This is an optimization exercise on Yosys and OpenROAD, whose aim is a short achievable clock period and few clock cycles, not a production implementation. Only the layout flow was run in this run; the RTL was not checked for function there. Power figures rest on the tool's default switching activity, not on a simulated workload.

File: flow/config.mk
export PLATFORM = sky130hd
export DESIGN_NAME = viper_cpu
export DESIGN_NICKNAME = viper_cpu
export VERILOG_FILES = /design/flow/design.v
export SDC_FILE = /design/flow/constraint.sdc
export NUM_CORES = 4
export LEC_CHECK = 0
export ABC_CLOCK_PERIOD_IN_PS = 2500
export CAP_MARGIN = 20
export CORE_MARGIN = 2
export CORE_UTILIZATION = 40
export SETUP_SLACK_MARGIN = 2.5
export SLEW_MARGIN = 20
File: flow/constraint.sdc
create_clock -name core_clock -period 6.5 [get_ports {clock}]
set_input_delay 1.3000 -clock core_clock [delete_from_list [all_inputs] [get_ports {clock}]]
set_output_delay 1.3000 -clock core_clock [all_outputs]
set_load 0.01 [all_outputs]
File: flow/design.v
`default_nettype none
package viper_pkg;
	typedef logic [32-1:0] word_t;
	typedef logic [20-1:0] addr_t;
	typedef logic [2-1:0] reg_sel_t;
	typedef enum logic [1:0] {
		st_fetch   = 2'd0,
		st_decode  = 2'd1,
		st_access  = 2'd2,
		st_execute = 2'd3
	} seq_state_t;
	typedef enum logic [2-1:0] {
		mode_imm    = 2'd0,
		mode_direct = 2'd1,
		mode_index1 = 2'd2,
		mode_index2 = 2'd3
	} operand_mode_t;
	typedef enum logic [4-1:0] {
		op_neg    = 4'd0,
		op_push   = 4'd1,
		op_load_a = 4'd2,
		op_load_b = 4'd3,
		op_add_a  = 4'd4,
		op_add_b  = 4'd5,
		op_sub_a  = 4'd6,
		op_sub_b  = 4'd7,
		op_add_c  = 4'd8,
		op_sub_c  = 4'd9,
		op_add_d  = 4'd10,
		op_sub_d  = 4'd11,
		op_shift  = 4'd12,
		op_nop_a  = 4'd13,
		op_nop_b  = 4'd14,
		op_nop_c  = 4'd15
	} func_op_t;
	typedef enum logic [3-1:0] {
		dest_r0          = 3'd0,
		dest_r1          = 3'd1,
		dest_r2          = 3'd2,
		dest_r3          = 3'd3,
		dest_pc_if_set   = 3'd4,
		dest_pc_if_clear = 3'd5,
		dest_none        = 3'd6,
		dest_store       = 3'd7
	} dest_t;
endpackage
`default_nettype wire
`timescale 1ns/100ps
`default_nettype none
module ks_add #(
	parameter int W = 32
) (
	input  logic [W-1:0] a,
	input  logic [W-1:0] b,
	input  logic         cin,
	output logic [W-1:0] s,
	output logic         cout
);
	localparam int L = $clog2(W);
	logic [(L+1)*W-1:0] g;
	logic [(L+1)*W-1:0] p;
	logic [W-1:0] p0;
	assign p0 = a ^ b;
	assign g[W-1:1] = a[W-1:1] & b[W-1:1];
	assign g[0] = (a[0] & b[0]) | (p0[0] & cin);
	assign p[W-1:0] = p0;
	genvar k, i;
	generate
		for (k = 0; k < L; k++) begin : lvl
			for (i = 0; i < W; i++) begin : bitn
				if (i >= (1 << k)) begin : comb
					assign g[(k+1)*W+i] = g[k*W+i] | (p[k*W+i] & g[k*W+i-(1<<k)]);
					assign p[(k+1)*W+i] = p[k*W+i] & p[k*W+i-(1<<k)];
				end else begin : pass
					assign g[(k+1)*W+i] = g[k*W+i];
					assign p[(k+1)*W+i] = p[k*W+i];
				end
			end
		end
	endgenerate
	assign s = p0 ^ {g[L*W +: W-1], cin};
	assign cout = g[L*W+W-1];
endmodule
`default_nettype wire
`timescale 1ns/100ps
`default_nettype none
module viper_cpu (
	input  logic  clock,
	input  logic  reset,
	input  viper_pkg::word_t datai,
	output viper_pkg::addr_t      addr,
	output logic       rd,
	output logic       wr,
	output viper_pkg::word_t      datao
);
	logic [31:0] r0, r1, r2;
	logic        flag;
	logic        iv;           
	logic [30:0] ir;           
	logic [28:0] pc;           
	logic [29:0] padv;         
	logic [19:0] padv2;        
	logic [19:0] ea;           
	logic        ea_stale;     
	logic [19:0] jt;           
	logic [19:0] jt8;          
	logic [2:0]  jcy;          
	logic        tk1, tk0;     
	logic        fast;         
	logic        memop;        
	logic [1:0]  d_src, d_mode;
	logic [2:0]  d_dest;
	logic        d_cmp;
	logic [3:0]  d_fn;
	logic [19:0] d_tail;
	logic        is_store, needs_read, is_push, arith, is_abs;
	logic        wr_r0, wr_r1, wr_r2, taken, slow;
	logic        xact, xbus;
	assign d_src = ir[30:29];
	assign d_mode = ir[28:27];
	assign d_dest = ir[26:24];
	assign d_cmp = ir[23];
	assign d_fn = ir[22:19];
	assign d_tail = ir[19:0];
	assign is_store = !d_cmp && (d_dest == 3'd7);
	assign needs_read = (d_mode != 2'd0) && !is_store;
	assign is_push = !d_cmp && (d_fn == 4'd1) && !is_store;
	assign arith = !d_cmp && !is_store && (d_fn != 4'd1) && (d_fn < 4'd12);
	assign is_abs = (d_fn == 4'd1) || (d_fn == 4'd2) || (d_fn == 4'd3);
	assign wr_r0 = arith && (d_dest == 3'd0);
	assign wr_r1 = arith && (d_dest == 3'd1);
	assign wr_r2 = arith && (d_dest == 3'd2);
	assign taken = flag ? tk1 : tk0;
	assign slow = taken && !fast;
	assign xact = iv && !ea_stale;
	assign xbus = xact && memop;
	logic [31:0] s_val, o_val, sum, diff, neg, result;
	logic        lt, eq, relation, flag_nx;
	always_comb begin
		case (d_src)
			2'd0: s_val = r0;
			2'd1: s_val = r1;
			2'd2: s_val = r2;
			default: s_val = {2'b00, padv};
		endcase
	end
	assign o_val = needs_read ? datai : {12'h000, d_tail};
	ks_add #(.W(32)) u_sum (.a(s_val), .b(o_val), .cin(1'b0), .s(sum), .cout());
	ks_add #(.W(32)) u_diff (.a(s_val), .b(~o_val), .cin(1'b1), .s(diff), .cout());
	ks_add #(.W(32)) u_neg (.a(32'd0), .b(~o_val), .cin(1'b1), .s(neg), .cout());
	always_comb begin
		case (d_fn)
			4'd0: result = neg;
			4'd4, 4'd5, 4'd8, 4'd10: result = {2'b00, sum[29:0]};
			4'd6, 4'd7, 4'd9, 4'd11: result = {2'b00, diff[29:0]};
			default: result = o_val;
		endcase
	end
	assign lt = (s_val[31] && !o_val[31]) || (!(s_val[31] ^ o_val[31]) && diff[31]);
	assign eq = (s_val == o_val);
	always_comb begin
		case (d_fn[2:0])
			3'd0: relation = lt;
			3'd1: relation = !lt;
			3'd2: relation = eq;
			3'd3: relation = !eq;
			3'd4: relation = lt || eq;
			default: relation = !lt && !eq;
		endcase
	end
	assign flag_nx = (xact && d_cmp && (d_fn[2:0] < 3'd6)) ? (relation || (d_fn[3] && flag)) : flag;
	logic [19:0] npc;
	logic [8:0]  npch, pch_rel;
	logic [19:0] faddr, fa8, fa16, pc8;
	logic [28:0] npc_full;
	logic [29:0] n_padv;
	logic        chit_now, bus_fetch, cache_fetch, load_ir, adv;
	assign pch_rel = pc[28:20] + {{6{jcy[2]}}, jcy};
	assign npc = fast ? jt : padv[19:0];
	assign npch = fast ? (is_abs ? 9'd0 : pch_rel) : padv[28:20];
	assign faddr = iv ? npc : pc[19:0];
	assign npc_full = iv ? {npch, npc} : pc;
	ks_add #(.W(17)) u_pc8 (.a(pc[19:3]), .b(17'd1), .cin(1'b0), .s(pc8[19:3]), .cout());
	assign pc8[2:0] = pc[2:0];
	assign fa8 = iv ? (fast ? jt8 : padv2) : pc8;
	ks_add #(.W(17)) u_fa16 (.a(fa8[19:3]), .b(17'd1), .cin(1'b0), .s(fa16[19:3]), .cout());
	assign fa16[2:0] = fa8[2:0];
	ks_add #(.W(26)) u_padv (.a(npc_full[28:3]), .b(26'd1), .cin(1'b0), .s(n_padv[28:3]),
		.cout(n_padv[29]));
	assign n_padv[2:0] = npc_full[2:0];
	assign chit_now = 1'b0;
	assign bus_fetch = !iv || (xact && !memop && !slow);
	assign cache_fetch = xact && memop && !slow;
	assign load_ir = bus_fetch || (cache_fetch && chit_now);
	assign adv = !(iv && ea_stale);
	logic [30:0] nw;
	logic [1:0]  n_src, n_mode;
	logic [2:0]  n_dest;
	logic        n_cmp;
	logic [3:0]  n_fn;
	logic [19:0] n_tail;
	logic        n_store, n_push, n_arith, n_abs, n_add, n_sub, n_jf;
	logic        n_tk1, n_tk0;
	logic [21:0] n_t22, n_rel, n_rel8;
	logic [19:0] n_tail8, n_jt, n_jt8, n_ea1, n_ea2, n_ea;
	logic [2:0]  n_cy;
	logic        n_stale;
	assign nw = datai[30:0];
	assign n_src = nw[30:29];
	assign n_mode = nw[28:27];
	assign n_dest = nw[26:24];
	assign n_cmp = nw[23];
	assign n_fn = nw[22:19];
	assign n_tail = nw[19:0];
	assign n_store = !n_cmp && (n_dest == 3'd7);
	assign n_push = !n_cmp && (n_fn == 4'd1) && !n_store;
	assign n_arith = !n_cmp && !n_store && (n_fn != 4'd1) && (n_fn < 4'd12);
	assign n_abs = (n_fn == 4'd1) || (n_fn == 4'd2) || (n_fn == 4'd3);
	assign n_add = (n_fn == 4'd4) || (n_fn == 4'd5) || (n_fn == 4'd8) || (n_fn == 4'd10);
	assign n_sub = (n_fn == 4'd6) || (n_fn == 4'd7) || (n_fn == 4'd9) || (n_fn == 4'd11);
	assign n_tk1 = n_push || (n_arith && ((n_dest == 3'd3) || (n_dest == 3'd4)));
	assign n_tk0 = n_push || (n_arith && ((n_dest == 3'd3) || (n_dest == 3'd5)));
	assign n_jf = (n_mode == 2'd0) && (n_abs || ((n_src == 2'd3) && (n_add || n_sub)));
	assign n_t22 = n_sub ? ~{2'b00, n_tail} : {2'b00, n_tail};
	ks_add #(.W(22)) u_rel (.a({2'b00, fa8}), .b(n_t22), .cin(n_sub), .s(n_rel), .cout());
	ks_add #(.W(22)) u_rel8 (.a({2'b00, fa16}), .b(n_t22), .cin(n_sub), .s(n_rel8), .cout());
	ks_add #(.W(17)) u_tail8 (.a(n_tail[19:3]), .b(17'd1), .cin(1'b0), .s(n_tail8[19:3]), .cout());
	assign n_tail8[2:0] = n_tail[2:0];
	assign n_cy = {n_rel[21], n_rel[21:20]} + {2'b00, &faddr[19:3]};
	assign n_jt = n_abs ? n_tail : n_rel[19:0];
	assign n_jt8 = n_abs ? n_tail8 : n_rel8[19:0];
	ks_add #(.W(20)) u_ea1 (.a(n_tail), .b(r1[19:0]), .cin(1'b0), .s(n_ea1), .cout());
	ks_add #(.W(20)) u_ea2 (.a(n_tail), .b(r2[19:0]), .cin(1'b0), .s(n_ea2), .cout());
	assign n_ea = (n_mode == 2'd2) ? n_ea1 : (n_mode == 2'd3) ? n_ea2 : n_tail;
	assign n_stale = xact && (((n_mode == 2'd2) && wr_r1) ||
		((n_mode == 2'd3) && (wr_r2 || is_push)));
	logic [19:0]   ea_re;
	ks_add #(.W(20)) u_ea_re (.a(d_tail), .b(d_mode[0] ? r2[19:0] : r1[19:0]), .cin(1'b0),
		.s(ea_re), .cout());
	assign addr = xbus ? ea : faddr;
	assign wr = xbus && is_store;
	assign rd = !wr;
	assign datao = s_val;
	always_ff @(posedge clock or posedge reset) begin
		if (reset) begin
			r0 <= '0;
			r1 <= '0;
			r2 <= '0;
			flag <= 1'b0;
			iv <= 1'b0;
			pc <= '0;
			ea_stale <= 1'b0;
			fast <= 1'b0;
		end else begin
			flag <= flag_nx;
			if (xact) begin
				if (wr_r0)
					r0 <= result;
				if (wr_r1)
					r1 <= result;
				if (is_push)
					r2 <= {2'b00, padv};
				else if (wr_r2)
					r2 <= result;
			end
			if (adv) begin
				iv <= load_ir;
				ea_stale <= load_ir && n_stale;
				fast <= load_ir && n_jf && (flag_nx ? n_tk1 : n_tk0);
				if (iv)
					pc <= slow ? (is_push ? o_val[28:0] : result[28:0]) : {npch, npc};
			end else begin
				ea_stale <= 1'b0;
			end
		end
	end
	always_ff @(posedge clock) begin
		if (!adv) begin
			ea <= (d_mode[1]) ? ea_re : d_tail;
		end else begin
			ir <= nw;
			jt <= n_jt;
			jt8 <= n_jt8;
			jcy <= n_cy;
			tk1 <= n_tk1;
			tk0 <= n_tk0;
			memop <= n_store || (n_mode != 2'd0);
			ea <= n_ea;
			padv <= n_padv;
			padv2 <= fa16;
		end
	end
endmodule
`default_nettype wire
File: flow/run.sh
#!/bin/bash
# synth_recipe.tcl (not shown) runs the flow's synth.tcl, then flattens the netlist and writes it again
# the make line also repeats each setting of config.mk as NAME=value (left out here)
make -C /OpenROAD-flow-scripts/flow DESIGN_CONFIG=/design/flow/config.mk WORK_HOME=/design/flow/orfs CLKGATE_MAP_FILE= SYNTH_SCRIPT=/design/flow/synth_recipe.tcl finish
==> results.txt <==
status=timing/DRC/antenna clean; area grow syn2layout=24.1%; Req. time, crit path=between 6 and 7 ns; layout cells sized above 1=19.9%; Yosys cell types=98; TritonRoute pass-1 iters=8; clock-pin transition on the worst setup and hold timing paths=0.06 ns; Syn Area/Cell=8.42 µm²; ys async rst share=47.3%; H-tree depth=1; grt peak-use layer=met2; sequential-to-total area share from yosys stat=30.6%; clock latency on the worst-skew pair=0.59 ns; Fmax=0.200 GHz; unrepaired setup endpoints after global routing=yes; FP Rows=89; main area contributors after synthesis=edfxtp_1, dfrtp_1, ha_1; Die H=249 µm; PortBufs=87; DIE WIDTH=249 µm; Congestion Overflow GR=0; vias in the first global route=22,600; Slew Viols, Final=0; count leader, synth=nand2_1; CP Launch Type=flop; Static Leak=12.3 nW; post-route ant nets=0; Synth top cells by count=nand2_1, nor2_1, a21oi_1; CTS tree=yes; Initial DRC Count=around 2,100; Synth Instances=2,856; Post-synth EDFFs=124; Finished Core Util=50.4%; Non-Filler Instances=3,847; Pwr Density=481 nW/µm²; final instance area=29,800 µm²; kind of critical path=reg -> reg; Max IR drop VDD=0.218 mV; routability cong.=0.962; HP Class=reg -> reg; Syn. warnings=1; CTS sink cnt=273; initial core utilization=40.6%; grt met1 use=39.9%; Fin Clk Skew=0.0150 ns; Root Driver=clkbuf_16; prevailing post-synth register cell=dfrtp_1; DR vias/cell=slightly above 6; Num CTS Buffers=31; antenna fix cells=0; drt total wl=89.6 mm; Post-CTS Hold Buffers=0; min Tclk post-route=between 4 and 5 ns; setup violators final=0; placed instance area=26,400 µm²; post-synthesis cell area=24,100 µm²; Clock Path Buffers=3; initial antenna violation count=0; drt drc=0; setup TNS=0 ns; core area=between 50,000 and 60,000 µm²; Die ar.=62,100 µm²; first-pass GRT wire length=136 mm; worst-margin pin slew=1.08 ns; Rel. slew slack=27.1%; largest net degree at the start of global routing=130; post-synthesis net count=slightly above 3,000; wire per inst=23.3 µm; share of the synthesized area in the top cell type=15.5%; I/O pin cnt=around 90; GR Util All Layers=27.8%; DP Wirelength=66.0 mm; leading area contributor after synthesis=edfxtp_1; Final Hold Fails=0; CP arrival=5.48 ns; Cell Count Post-Placement=about 3,600; met3 usage=about 2.8%; Seq cells post-synth=273; Final Cycle Share=76.8%; max-cap viol count=0; met2 Use GR=43.7%; CP endpoint kind=flop; Crit Path Max Fanout=6; vias=between 20,000 and 25,000; final net count=3,260
worst max-delay path, stage by stage (launching register included):
cell and delay [ns]:
edfxtp_1 0.45, or2_4 0.34, nand2_8 0.11, buf_12 0.14
buf_12 0.10, mux2i_4 0.27, ha_4 0.17, inv_1 0.14
a2111oi_4 0.34, o211ai_1 0.17, or4_4 0.55, a21boi_4 0.22
a22o_4 0.17, a211oi_4 0.07, nor2b_1 0.18, o21ai_2 0.08
a21oi_2 0.17, fa_2 0.23, nor2_2 0.04, a21oi_1 0.13
nor2_1 0.06, a221oi_1 0.22, o21ai_1 0.15, mux2i_1 0.14
o32ai_1 0.24
worst paths after layout:
check / endpoint / start / depth (start not counted) / slack (ns)
max in group asynchronous: r0[3] / reset / 3 / 4.62
worst min register to register: r0[28] / r0[28] / 2 / 0.48
min in group asynchronous: pc[20] / reset / 3 / 1.23
worst max register to register: fast / ir[28] / 24 / 1.51
worst max-delay path: fast / ir[28] / 24 / 1.51
worst min-delay path: r0[28] / r0[28] / 2 / 0.48
kinds of logic after synthesis:
group / after synthesis / share of synthesized area, %
AOI/OAI and AO/OA: 838 / 22.0
xor gates and xnor gates: 187 / 6.81
adders and majority gates: 177 / 9.46
buffers and inverters: 263 / 4.22
DFF: 273 / 30.6
muxes: 159 / 8.41
and+or+nand+nor: 959 / 18.5
flip-flops by register name, indices dropped and copies added, names as in the netlist, 3 cells and up:
name   cells
jt        20
ea        20
ir        31
padv      30
r2        32
jt8       17
r1        32
pc        29
r0        32
padv2     20
jcy        3
through the flow:
stage | setup WS, ns | power (mW) | hold slack [ns]
finish | 1.51 | 14.3 | 0.480
global route | 1.31 | 15.3 | 0.502
CTS | 1.60 | 13.8 | 0.480
detailed placement | 0.323 | 11.1 | 0.463
global placement | 0.385 | 11.0 | 0.455
floorplan | 1.55 | 8.82 | 0.441
placed cells by master, fill, tap and decap left out, types with 61 or more instances in the layout:
cell / count
nor2_1: 240
edfxtp_1: 124
clkdlybuf4s50_1: 61
dfrtp_1: 127
inv_1: 99
nand2_1: 330
xor2_1: 69
buf_4: 173
a21oi_1: 214
ha_1: 146
nor3_1: 70
xnor2_1: 114
mux2i_1: 84
o21ai_0: 168
layer usage:
layer,up-vias,routed length (µm)
li1,10800,-
met1,11500,39900
met2,1008,39500
met3,156,7030
met4,0,3270
met5,-,0
power by group:
group	switching [mW]	total (mW)	internal, mW
registers	0.626	3.30	2.67
logic	5.17	9.20	4.03
clock network	0.771	1.84	1.07
total	6.57	14.3	7.78
layout make-up:
cell class / count / area [µm²]
fill: 5454 / 29400
clock buffer: 44 / 927
sequential: 273 / 7360
inverter: 115 / 458
multi-input combinational: 2320 / 17100
clock inverter: 14 / 138
tap: 773 / 967
timing repair buffer: 308 / 2880
what timing repair did:
| action | 4_1_cts | 5_1_grt |
|---|---|---|
| pin swaps | 73 | 53 |
| cloned | 1 | 2 |
| setup endpoints to repair | 196 | 158 |
| gates resized for setup | 212 | 106 |
| buffers inserted | 107 | 32 |

==> re-timing with driven ports <==
How much do the figures lean on ideal ports? The routed layout below was timed once more, with nothing changed but the port constraints. Step 1 (the two cells are an assumption about what drives the block):
set clk [get_ports {clock}]
set_driving_cell -lib_cell sky130_fd_sc_hd__clkbuf_16 $clk
set_driving_cell -lib_cell sky130_fd_sc_hd__buf_2 [delete_from_list [all_inputs] $clk]
Step 2, shift: input delay + t, output delay - t, t = (earliest + latest rising clock arrival at the registers) / 2. This alone moves slack from input paths to output paths. a / b / c = ideal ports / drivers / drivers and shift; a / b = the first two.
shift t [ns]: 0.648
slack for setup (ns): 1.506 / 1.506 / 0.954
slew at the worst register clock pin (ns): 0.07 / 0.07
worst data-port slew with drivers (ns): 0.07
After both steps setup and hold are still met in this run. For this run, drivers alone change the setup slack by 0.000 ns; drivers and shift together by -0.552 ns.
